Source: an optimization exercise on an open RTL-to-GDS flow (aim: small area and a short achievable clock period). Production flows keep margins and buffers that such runs may drop. The RTL was checked by simulation tests, not by an equivalence proof against the original design. Power is estimated from default activity; no workload was simulated.

==> build 52: inputs <==
==> flow/design.v (excerpt) <==
module write_back_regfile #(
    parameter logic [31:0] SP_INIT = 32'h0000_1000
) (
    input  logic        clk_40,
    input  logic        rst_n_40,
    input  logic        valid_in_40,
    input  logic        stall_40,
    input  logic [5:0]  opcode_in_40,
    input  logic [5:0]  src_reg_in_40,
    input  logic [5:0]  dest_reg_in_40,
    input  logic [5:0]  targ_reg_in_40,
    input  logic [31:0] mem_out1_40,
    input  logic [31:0] mem_out2_40,
    output logic        wb_en_40,
    output logic [4:0]  wb_addr_40,
    output logic [31:0] wb_data_40,
    output logic [31:0] retire_cnt_40,
    output logic [31:0] r0,  output logic [31:0] r1,  output logic [31:0] r2,  output logic [31:0] r3,
    output logic [31:0] r4,  output logic [31:0] r5,  output logic [31:0] r6,  output logic [31:0] r7,
    output logic [31:0] r8,  output logic [31:0] r9,  output logic [31:0] r10, output logic [31:0] r11,
    output logic [31:0] r12, output logic [31:0] r13, output logic [31:0] r14, output logic [31:0] r15,
    output logic [31:0] r16, output logic [31:0] r17, output logic [31:0] r18, output logic [31:0] r19,
    output logic [31:0] r20, output logic [31:0] r21, output logic [31:0] r22, output logic [31:0] r23,
    output logic [31:0] r24, output logic [31:0] r25, output logic [31:0] r26, output logic [31:0] r27,
    output logic [31:0] r28, output logic [31:0] r29, output logic [31:0] r30, output logic [31:0] r31
);
    localparam int unsigned NREGS   = 32;
  ...
==> module write_back_regfile, before the edit <==
module write_back_regfile #(
    parameter logic [31:0] SP_INIT = 32'h0000_1000
) (
    input  logic        clk_40,
    input  logic        rst_n_40,
    input  logic        valid_in_40,
    input  logic        stall_40,
    input  logic [5:0]  opcode_in_40,
    input  logic [5:0]  src_reg_in_40,
    input  logic [5:0]  dest_reg_in_40,
    input  logic [5:0]  targ_reg_in_40,
    input  logic [31:0] mem_out1_40,
    input  logic [31:0] mem_out2_40,
    output logic        wb_en_40,
    output logic [4:0]  wb_addr_40,
    output logic [31:0] wb_data_40,
    output logic [31:0] retire_cnt_40,
    output logic [31:0] r0,  output logic [31:0] r1,  output logic [31:0] r2,  output logic [31:0] r3,
    output logic [31:0] r4,  output logic [31:0] r5,  output logic [31:0] r6,  output logic [31:0] r7,
    output logic [31:0] r8,  output logic [31:0] r9,  output logic [31:0] r10, output logic [31:0] r11,
    output logic [31:0] r12, output logic [31:0] r13, output logic [31:0] r14, output logic [31:0] r15,
    output logic [31:0] r16, output logic [31:0] r17, output logic [31:0] r18, output logic [31:0] r19,
    output logic [31:0] r20, output logic [31:0] r21, output logic [31:0] r22, output logic [31:0] r23,
    output logic [31:0] r24, output logic [31:0] r25, output logic [31:0] r26, output logic [31:0] r27,
    output logic [31:0] r28, output logic [31:0] r29, output logic [31:0] r30, output logic [31:0] r31
);
    localparam int unsigned NREGS   = 32;
    localparam logic [5:0]  OP_NOPE = 6'b111111;
    localparam logic [4:0]  SP_IDX  = 5'd27;
    logic [31:0] regs [1:NREGS-1];
    logic [5:0]  dec_idx;
    logic        dec_has;
    logic        wr;
    logic        acc;
    logic        retire_pend;
    logic [NREGS-1:1] row_en;
    logic sel_d, sel_t, sel_c;
    logic [NREGS-1:1] hit_d, hit_t;
    always_comb begin
        sel_d = (opcode_in_40 == 6'b110001) || (opcode_in_40 == 6'b100111);
        sel_t = (opcode_in_40 == 6'b000100) || (opcode_in_40 == 6'b011111) ||
                (opcode_in_40 == 6'b010111);
        sel_c = (opcode_in_40 == 6'b000000);
        dec_idx = sel_d ? dest_reg_in_40 : sel_t ? targ_reg_in_40 : 6'd31;
        dec_has = sel_d || sel_t || sel_c;
        acc = valid_in_40 && !stall_40;
        wr  = acc && dec_has && !dec_idx[5] && (dec_idx[4:0] != 5'd0);
        for (int i = 1; i < NREGS; i++) begin
            hit_d[i] = (dest_reg_in_40 == 6'(i));
            hit_t[i] = (targ_reg_in_40 == 6'(i));
            row_en[i] = acc && ((sel_d && hit_d[i]) || (sel_t && hit_t[i]) ||
                                (sel_c && (i == 31)));
        end
    end
    always_ff @(posedge clk_40 or negedge rst_n_40) begin
        if (!rst_n_40) begin
            wb_en_40    <= 1'b0;
            wb_addr_40  <= 5'd0;
            wb_data_40  <= 32'd0;
            retire_pend <= 1'b0;
        end else begin
            wb_en_40    <= wr;
            wb_addr_40  <= wr ? dec_idx[4:0] : 5'd0;
            wb_data_40  <= wr ? mem_out1_40 : 32'd0;
            retire_pend <= acc && (opcode_in_40 != OP_NOPE);
        end
    end
    for (genvar g = 1; g < NREGS; g++) begin : g_reg
        always_ff @(posedge clk_40 or negedge rst_n_40) begin
            if (!rst_n_40) begin
                regs[g] <= (5'(g) == SP_IDX) ? SP_INIT : 32'd0;
            end else if (row_en[g]) begin
                regs[g] <= mem_out1_40;
            end
        end
    end
    always_ff @(posedge clk_40 or negedge rst_n_40) begin
        if (!rst_n_40) begin
            retire_cnt_40 <= 32'd0;
        end else if (retire_pend) begin
            retire_cnt_40 <= retire_cnt_40 + 32'd1;
        end
    end
    assign r0  = 32'd0;
    assign r1  = regs[1];  assign r2  = regs[2];  assign r3  = regs[3];
    assign r4  = regs[4];  assign r5  = regs[5];  assign r6  = regs[6];  assign r7  = regs[7];
    assign r8  = regs[8];  assign r9  = regs[9];  assign r10 = regs[10]; assign r11 = regs[11];
    assign r12 = regs[12]; assign r13 = regs[13]; assign r14 = regs[14]; assign r15 = regs[15];
    assign r16 = regs[16]; assign r17 = regs[17]; assign r18 = regs[18]; assign r19 = regs[19];
    assign r20 = regs[20]; assign r21 = regs[21]; assign r22 = regs[22]; assign r23 = regs[23];
    assign r24 = regs[24]; assign r25 = regs[25]; assign r26 = regs[26]; assign r27 = regs[27];
    assign r28 = regs[28]; assign r29 = regs[29]; assign r30 = regs[30]; assign r31 = regs[31];
endmodule
export LEC_CHECK = 0
export CAP_MARGIN = 20
export CORE_AREA = 5 5 295 295
export DIE_AREA = 0 0 300 300
export SETUP_SLACK_MARGIN = 1.8
export SLEW_MARGIN = 20
create_clock -name core_clock -period 4.0 [get_ports {clk_40}]
standard.sh (not shown) runs the stock make flow with config.mk's settings and CLKGATE_MAP_FILE= SYNTH_SCRIPT=/design/flow/synth_recipe.tcl, a recipe that flattens the netlist after the stock synthesis.
==> flow/flow/run.sh <==
#!/bin/bash
# The standard layout, with two changes: the port buffers are the smallest
# plain buffer (buf_1) instead of the delay buffer buffer_ports picks, and
# pins may sit on adjacent tracks so that the die can be smaller.
set -euo pipefail
bash standard.sh \
  "BUFFER_PORTS_ARGS=-buffer_cell sky130_fd_sc_hd__buf_1" \
  "PLACE_PINS_ARGS=-min_distance 1 -min_distance_in_tracks" \
  finish > make.log 2>&1
==> build 35 (differences from build 52) <==
--- a/flow/design.v
+++ b/flow/design.v
@@ -29,29 +29,47 @@
     localparam logic [4:0]  SP_IDX  = 5'd27;
     logic [31:0] regs [1:NREGS-1];
     logic [5:0]  dec_idx;
-    logic        dec_has;
     logic        wr;
     logic        acc;
     logic        retire_pend;
     logic [NREGS-1:1] row_en;
-    logic sel_d, sel_t, sel_c;
+    logic [4:0] op_hit;      
+    logic       g_d, g_t, g_c;
     logic [NREGS-1:1] hit_d, hit_t;
+    logic [5:0] op, op_n;
+    logic       acc_lit_v, acc_lit_s;
+    assign op        = opcode_in_40;
+    assign op_n      = ~opcode_in_40;
+    assign acc_lit_v = valid_in_40;
+    assign acc_lit_s = ~stall_40;
+    wb_match #(8) u_op0 (.x({acc_lit_v, acc_lit_s, op[5],   op[4],   op_n[3], op_n[2], op_n[1], op[0]}),   .y(op_hit[0]));
+    wb_match #(8) u_op1 (.x({acc_lit_v, acc_lit_s, op[5],   op_n[4], op_n[3], op[2],   op[1],   op[0]}),   .y(op_hit[1]));
+    wb_match #(8) u_op2 (.x({acc_lit_v, acc_lit_s, op_n[5], op_n[4], op_n[3], op[2],   op_n[1], op_n[0]}), .y(op_hit[2]));
+    wb_match #(7) u_op3 (.x({acc_lit_v, acc_lit_s, op_n[5], op[4],            op[2],   op[1],   op[0]}),   .y(op_hit[3]));
+    wb_match #(8) u_op4 (.x({acc_lit_v, acc_lit_s, op_n[5], op_n[4], op_n[3], op_n[2], op_n[1], op_n[0]}), .y(g_c));
+    assign g_d = op_hit[0] | op_hit[1];
+    assign g_t = op_hit[2] | op_hit[3];
+    for (genvar g = 1; g < NREGS; g++) begin : g_hit
+        wb_match #(6) u_hd (.x(~(dest_reg_in_40 ^ 6'(g))), .y(hit_d[g]));
+        wb_match #(6) u_ht (.x(~(targ_reg_in_40 ^ 6'(g))), .y(hit_t[g]));
+    end
     always_comb begin
-        sel_d = (opcode_in_40 == 6'b110001) || (opcode_in_40 == 6'b100111);
-        sel_t = (opcode_in_40 == 6'b000100) || (opcode_in_40 == 6'b011111) ||
-                (opcode_in_40 == 6'b010111);
-        sel_c = (opcode_in_40 == 6'b000000);
-        dec_idx = sel_d ? dest_reg_in_40 : sel_t ? targ_reg_in_40 : 6'd31;
-        dec_has = sel_d || sel_t || sel_c;
         acc = valid_in_40 && !stall_40;
-        wr  = acc && dec_has && !dec_idx[5] && (dec_idx[4:0] != 5'd0);
-        for (int i = 1; i < NREGS; i++) begin
-            hit_d[i] = (dest_reg_in_40 == 6'(i));
-            hit_t[i] = (targ_reg_in_40 == 6'(i));
-            row_en[i] = acc && ((sel_d && hit_d[i]) || (sel_t && hit_t[i]) ||
-                                (sel_c && (i == 31)));
-        end
+        dec_idx = g_d ? dest_reg_in_40 : g_t ? targ_reg_in_40 : 6'd31;
+        wr  = (g_d && !dest_reg_in_40[5] && (dest_reg_in_40[4:0] != 5'd0)) ||
+              (g_t && !targ_reg_in_40[5] && (targ_reg_in_40[4:0] != 5'd0)) || g_c;
     end
+    logic [NREGS-1:1] row_hold;
+    for (genvar g = 1; g < NREGS - 1; g++) begin : g_row
+        wb_row_en u_en (
+            .a1(g_d), .a2(hit_d[g]), .b1(g_t), .b2(hit_t[g]), .en(row_en[g])
+        );
+        wb_row_hold u_hold (
+            .a1(g_d), .a2(hit_d[g]), .b1(g_t), .b2(hit_t[g]), .hold(row_hold[g])
+        );
+    end
+    assign row_en[NREGS-1]   = (g_d && hit_d[NREGS-1]) || (g_t && hit_t[NREGS-1]) || g_c;
+    assign row_hold[NREGS-1] = !row_en[NREGS-1];
     always_ff @(posedge clk_40 or negedge rst_n_40) begin
         if (!rst_n_40) begin
             wb_en_40    <= 1'b0;
@@ -66,11 +84,21 @@
         end
     end
     for (genvar g = 1; g < NREGS; g++) begin : g_reg
+        logic [31:0] nxt;
+        for (genvar b = 0; b < 32; b++) begin : g_bit
+            wb_rf_hold u_sel (
+                .wr  (row_en[g]),
+                .hold(row_hold[g]),
+                .d   (mem_out1_40[b]),
+                .q   (regs[g][b]),
+                .nxt (nxt[b])
+            );
+        end
         always_ff @(posedge clk_40 or negedge rst_n_40) begin
             if (!rst_n_40) begin
                 regs[g] <= (5'(g) == SP_IDX) ? SP_INIT : 32'd0;
-            end else if (row_en[g]) begin
-                regs[g] <= mem_out1_40;
+            end else begin
+                regs[g] <= nxt;
             end
         end
     end
@@ -91,3 +119,38 @@
     assign r24 = regs[24]; assign r25 = regs[25]; assign r26 = regs[26]; assign r27 = regs[27];
     assign r28 = regs[28]; assign r29 = regs[29]; assign r30 = regs[30]; assign r31 = regs[31];
 endmodule
+module wb_rf_hold (
+    input  logic wr,
+    input  logic hold,
+    input  logic d,
+    input  logic q,
+    output logic nxt
+);
+    assign nxt = (wr & d) | (hold & q);
+endmodule
+module wb_match #(
+    parameter int N = 6
+) (
+    input  logic [N-1:0] x,
+    output logic         y
+);
+    assign y = &x;
+endmodule
+module wb_row_en (
+    input  logic a1,
+    input  logic a2,
+    input  logic b1,
+    input  logic b2,
+    output logic en
+);
+    assign en = (a1 & a2) | (b1 & b2);
+endmodule
+module wb_row_hold (
+    input  logic a1,
+    input  logic a2,
+    input  logic b1,
+    input  logic b2,
+    output logic hold
+);
+    assign hold = ~((a1 & a2) | (b1 & b2));
+endmodule
- CORE_AREA: 5 5 295 295 -> 5 5 345 345
- CTS_CLUSTER_DIAMETER: not set -> 80
- CTS_CLUSTER_SIZE: not set -> 28
- DIE_AREA: 0 0 300 300 -> 0 0 350 350
- SYNTH_HIERARCHICAL: not set -> 1
==> trial 85 (differences from build 52) <==
--- a/flow/design.v
+++ b/flow/design.v
@@ -34,22 +34,31 @@
     logic        acc;
     logic        retire_pend;
     logic [NREGS-1:1] row_en;
-    logic sel_d, sel_t, sel_c;
-    logic [NREGS-1:1] hit_d, hit_t;
     always_comb begin
-        sel_d = (opcode_in_40 == 6'b110001) || (opcode_in_40 == 6'b100111);
-        sel_t = (opcode_in_40 == 6'b000100) || (opcode_in_40 == 6'b011111) ||
-                (opcode_in_40 == 6'b010111);
-        sel_c = (opcode_in_40 == 6'b000000);
-        dec_idx = sel_d ? dest_reg_in_40 : sel_t ? targ_reg_in_40 : 6'd31;
-        dec_has = sel_d || sel_t || sel_c;
+        dec_idx = 6'd0;
+        dec_has = 1'b0;
+        unique case (opcode_in_40)
+            6'b110001, 6'b100111: begin
+                dec_idx = dest_reg_in_40;
+                dec_has = 1'b1;
+            end
+            6'b000100, 6'b011111, 6'b010111: begin
+                dec_idx = targ_reg_in_40;
+                dec_has = 1'b1;
+            end
+            6'b000000: begin
+                dec_idx = 6'd31;
+                dec_has = 1'b1;
+            end
+            default: begin
+                dec_idx = 6'd0;
+                dec_has = 1'b0;
+            end
+        endcase
         acc = valid_in_40 && !stall_40;
         wr  = acc && dec_has && !dec_idx[5] && (dec_idx[4:0] != 5'd0);
         for (int i = 1; i < NREGS; i++) begin
-            hit_d[i] = (dest_reg_in_40 == 6'(i));
-            hit_t[i] = (targ_reg_in_40 == 6'(i));
-            row_en[i] = acc && ((sel_d && hit_d[i]) || (sel_t && hit_t[i]) ||
-                                (sel_c && (i == 31)));
+            row_en[i] = wr && (dec_idx[4:0] == 5'(i));
         end
     end
     always_ff @(posedge clk_40 or negedge rst_n_40) begin
==> flow/run.sh (new file) <==
#!/bin/bash
# synth_recipe.tcl (not shown) runs the flow's synth.tcl, then flattens the netlist and writes it again
# the make line also repeats each setting of config.mk as NAME=value (left out here)
make -C /OpenROAD-flow-scripts/flow DESIGN_CONFIG=/design/flow/config.mk WORK_HOME=/design/flow/orfs CLKGATE_MAP_FILE= SYNTH_SCRIPT=/design/flow/synth_recipe.tcl finish
- CORE_AREA: 5 5 295 295 -> 5 5 435 435
- DIE_AREA: 0 0 300 300 -> 0 0 440 440
- SETUP_SLACK_MARGIN: 1.8 -> not set
removed: flow/flow/run.sh
removed: flow/standard.sh
==> build 13 (differences from build 52) <==
- CTS_CLUSTER_DIAMETER: not set -> 80
- CTS_CLUSTER_SIZE: not set -> 30
==> run summary <==
- Critical path depth: trial 85 is higher than build 52 (3).
- The lowest worst setup slack belongs to trial 85, the highest to build 13.
- The lowest cell area belongs to build 35, the highest to trial 85.
- In build 35 the combinational power is higher than in build 13, by about 10%.
- Flip-flop and latch count is the same in trial 85 and build 52.
- In build 35 the clock power is larger than in build 13, by 4.4%.

## afterwards: timing with drivers on the ports
The results above use ideal ports. As a check the final layouts listed here were re-extracted and re-timed, cells and wires unchanged. Step 1 assumes that a clkbuf_16 drives the clock port and a buf_2 every other input. Step 2, shift: input delay + t, output delay - t, t = (earliest + latest rising clock arrival at the registers) / 2. This alone moves slack from input paths to output paths. a / b / c = ideal ports / drivers / drivers and shift; a / b = the first two.
run | t (ns) | setup WS [ns] | worst setup path at the end | cell pins on the clock port's net
build 52 | 0.724 | 1.742 / 1.721 / 0.996 | input to register | 1
build 35 | 0.730 | 1.665 / 1.585 / 0.855 | input to register | 1
trial 85 | 0.812 | 0.572 / 0.579 / -0.233 | input to register | 1
build 13 | 0.700 | 1.801 / 1.748 / 1.048 | input to register | 1
With both steps, setup timing fails in trial 85, where it was met with ideal ports. For build 35, which loses most, drivers alone change the setup slack by -0.080 ns; drivers and shift together by -0.810 ns.
